Background: an optimization exercise with open tools, aiming at small area and a short achievable clock period. Do not read the settings as production practice.
In this exercise RTL edits were held to simulation tests only and were not proved equivalent to the original.
No activity file was given, so power comes from the tool's default toggle rates.

==> 04-05: inputs <==
## fused_mult_top
module fused_mult_top (
	input  logic                     clk,
	input  logic                     reset,
	input  fused_mult_pkg::operand_t a,
	input  fused_mult_pkg::operand_t b,
	input  logic                     a_sign,
	input  logic                     b_sign,
	input  fused_mult_pkg::mode_t    mode,
	output fused_mult_pkg::result_t  result
);
==> flow/config.mk <==
export PLATFORM = sky130hd
export DESIGN_NAME = fused_mult_top
export DESIGN_NICKNAME = fused_mult_top
export VERILOG_FILES = /design/flow/design.v
export SDC_FILE = /design/flow/constraint.sdc
export NUM_CORES = 4
export LEC_CHECK = 0
export CAP_MARGIN = 20
export CORE_MARGIN = 2
export CORE_UTILIZATION = 40
export PLACE_DENSITY = 0.6
export SETUP_SLACK_MARGIN = 5
export SLEW_MARGIN = 20
export SYNTH_HIERARCHICAL = 1
export SYNTH_MINIMUM_KEEP_SIZE = 0
==> flow/constraint.sdc <==
create_clock -name core_clock -period 11.0 [get_ports {clk}]
set_input_delay 2.2000 -clock core_clock [delete_from_list [all_inputs] [get_ports {clk}]]
set_output_delay 2.2000 -clock core_clock [all_outputs]
set_load 0.01 [all_outputs]
standard.sh (not shown) runs the stock make flow with config.mk's settings and CLKGATE_MAP_FILE= SYNTH_SCRIPT=/design/flow/synth_recipe.tcl, a recipe that flattens the netlist after the stock synthesis.
==> flow/flow/run.sh <==
#!/bin/bash
export BUFFER_PORTS_ARGS="-buffer_cell sky130_fd_sc_hd__buf_2"
bash standard.sh SETUP_SLACK_MARGIN=6 finish > standard.log 2>&1
==> 06-14 (differences from 04-05) <==
==> flow/flow/run.sh (replaced) <==
#!/bin/bash
# The standard layout (the standard.sh, unchanged synthesis and steps),
# with plain buf_2 cells as the port buffers instead of the resizer's
# default pick (a clock delay buffer).
export BUFFER_PORTS_ARGS="-buffer_cell sky130_fd_sc_hd__buf_2"
bash standard.sh > standard.log 2>&1
==> 06-21 (differences from 04-05) <==
==> flow/flow/run.sh (replaced) <==
#!/bin/bash
# The standard layout (the standard.sh, unchanged synthesis and steps),
# with plain buf_2 cells as the port buffers instead of the resizer's
# default pick (a clock delay buffer).
export BUFFER_PORTS_ARGS="-buffer_cell sky130_fd_sc_hd__buf_2"
bash standard.sh > standard.log 2>&1
--- a/flow/config.mk
+++ b/flow/config.mk
@@ -10,2 +10,4 @@
 export CORE_UTILIZATION = 40
+export CTS_CLUSTER_DIAMETER = 100
+export CTS_CLUSTER_SIZE = 30
 export PLACE_DENSITY = 0.6
==> summary.txt <==
Worst setup path
  • Reg-to-reg endpoint: row_q[1][7]
  • Buf/Inv on CP: 0
  • Critical Path RT: 11.45 ns

CTS
  • Cts bufs inserted: 28

STA
  • Setup slack after layout: 5.180 ns

Power and ir drop
  • Comb. pwr: 9.86 mW

Place
  • Hpwl dp: 83310 µm

Outcome
  • Status: no timing/DRC/antenna violations
[end of results for 04-05]
==> summary.txt <==
CTS
  • Cts bufs inserted: 30

Global route
  • Grt peak-use layer: met2

Synthesis
  • Post-synthesis mux area share: 3.611%

Worst setup path
  • Reg-to-reg endpoint: row_q[1][12]
  • Critical Path RT: 8.80 ns
  • Buf/Inv on CP: 3

Place
  • Hpwl dp: 83890 µm

Final layout
  • Largest reg by FF count: row_q

Power and ir drop
  • Clk power: 1.03 mW
  • Comb. pwr: 8.25 mW

Outcome
  • Status: no timing/DRC/antenna violations
[end of results for 06-14]
==> summary.txt <==
Outcome
  • Status: no timing/DRC/antenna violations

STA
  • Setup slack after layout: 5.032 ns
  • Final TNS setup: 0 ns

Power and ir drop
  • Comb. pwr: 8.29 mW
  • Sw power: 5.431 mW

Worst setup path
  • Buf/Inv on CP: 2
  • FF-to-FF Start: bq[11]
  • Reg-to-reg endpoint: row_q[1][12]
  • Critical Path RT: 8.80 ns

Place
  • Placed instance count: 3657

CTS
  • Cts bufs inserted: 17
[end of results for 06-21]


==> 09-14: inputs <==
Another version of the RTL of fused_mult_top (not shown whole).
clock: 11.0 ns
lec_check: 0
cap_margin: 5
core_margin: 2
core_utilization: 40
cts_cluster_diameter: 100
cts_cluster_size: 30
place_density: 0.6
setup_slack_margin: 5
slew_margin: 5
synth_hierarchical: 1
synth_minimum_keep_size: 0
==> flow/flow/run.sh <==
#!/bin/bash
# The standard layout (the standard.sh, unchanged synthesis and steps),
# with plain buf_1 cells as the port buffers instead of the resizer's
# default pick (a clock delay buffer).
export BUFFER_PORTS_ARGS="-buffer_cell sky130_fd_sc_hd__buf_1"
bash standard.sh > standard.log 2>&1
==> 02-15: changes against 09-14 <==
- CAP_MARGIN: 5 -> 20
- CORE_UTILIZATION: 40 -> 60
- PLACE_DENSITY: 0.6 -> 0.75
- SLEW_MARGIN: 5 -> 20
==> comparison table <==
| metric | 02-15 | 09-14 |
|---|---|---|
| Outcome | no timing/DRC/antenna violations | no timing/DRC/antenna violations |
| Setup Fix Bufs, Post-CTS | 13 | 11 |
| Cell depth of the worst setup path | 12 | 13 |
| Antenna violations before repair | 3 | 2 |
| Power attributed to sequential cells | 1430 µW | 1440 µW |
| Number of tapcells | 600 | 931 |
| Via/cell ratio | 6.78 | 6.02 |
| Achievable Freq | 164 MHz | 164 MHz |
| Relative area change from synthesis to final layout | 9.11% | 8.75% |
| Reg2reg start | bq[53]$_DFF_P_ | bq[23]$_DFF_P_ |
| Post-Route Skew | 56.7 ps | 55.6 ps |
| DR top layer | met5 | met4 |
| Global routing usage summed across all routing layers | 0.424 | 0.293 |
| Slew at the pin closest to its max-slew limit | 1130 ps | 1010 ps |
| Detailed-routing iteration count for the pre-antenna-repair pass | 9 | 6 |
| Share of the final layout cell area in sequential cells | 0.161 | 0.161 |
| Non-clock buffering overhead | 0.0501 | 0.0408 |
| Filler-free cell count of the finished design | 3297 | 3612 |
| Effective utilization at floorplan | 0.611 | 0.405 |
| Fill cell instance count of the final layout | 3601 | 6642 |


==> build 80: inputs <==
fused_mult_top again, from the RTL that the note above started with.
export LEC_CHECK = 0
export CAP_MARGIN = 20
export CORE_MARGIN = 2
export CORE_UTILIZATION = 40
export CTS_CLUSTER_DIAMETER = 100
export CTS_CLUSTER_SIZE = 30
export PLACE_DENSITY = 0.6
export SETUP_SLACK_MARGIN = 5
export SLEW_MARGIN = 20
export SYNTH_HIERARCHICAL = 1
export SYNTH_MINIMUM_KEEP_SIZE = 0
create_clock -name core_clock -period 11.0 [get_ports {clk}]
Scripts as last shown in full above: flow/flow/run.sh
==> inputs of build 37, as changes to build 80 <==
CORE_UTILIZATION = 65   (was 40)
PLACE_DENSITY = 0.8   (was 0.6)
==> qor summary <==
Final Power: build 37 10.77 mW; build 80 10.46 mW
Sequential fraction of design power: build 37 13.2%; build 80 13.7%
Detail Route met2 WL: build 37 43,600 um; build 80 46,860 um
Worst r2r src: build 37 aq[11]; build 80 bq[23]
Area of the core: build 37 42,130 um^2; build 80 68,710 um^2
Plain + repair buffers: build 37 207; build 80 200
Overall global routing resource usage: build 37 44.10%; build 80 29.28%
Status: build 37 no timing/DRC/antenna violations; build 80 no timing/DRC/antenna violations
Power density over cell area: build 37 357.0 nW/um^2; build 80 345.4 nW/um^2
Sw power: build 37 5.478 mW; build 80 5.372 mW
Slowest Stage Delay on Critical Path: build 37 0.72 ns; build 80 0.66 ns
Combinational share of power: build 37 81.1%; build 80 80.5%
Footprint of the multi-input gates: build 37 22,650 um^2; build 80 22,400 um^2
Share of the final layout cell area in multi-input gates: build 37 75.08%; build 80 74.01%
Launch point of the critical path: build 37 aq[11]; build 80 bq[23]

## re-timing with driven ports
How much do the figures lean on ideal ports? The routed layouts below were timed once more, with nothing changed but the port constraints. Step 1 sets driving cells, clkbuf_16 on the clock port and buf_2 on the other inputs (assumed; they add their load-dependent delay and slew). Step 2 also shifts input and output timing later by t, the mid clock arrival at the registers, as if the neighbouring blocks saw the same clock. a / b / c = no drivers / after step 1 / after step 2; a / b = the first two.
run	shift t [ns]	setup slack, ns	worst hold slack (ns)
04-05	0.633	5.180 / 5.180 / 5.180	0.417 / 0.417 / 0.417
06-14	0.639	5.046 / 4.985 / 5.053	0.415 / 0.415 / 0.415
06-21	0.601	5.032 / 4.972 / 5.071	0.426 / 0.426 / 0.426
09-14	0.567	4.916 / 4.916 / 4.916	0.427 / 0.427 / 0.427
02-15	0.593	4.905 / 4.905 / 4.905	0.445 / 0.445 / 0.445
build 80	0.567	4.916 / 4.916 / 4.916	0.427 / 0.427 / 0.427
build 37	0.589	4.873 / 4.873 / 4.873	0.430 / 0.430 / 0.430
After both steps every run listed still meets setup and hold.
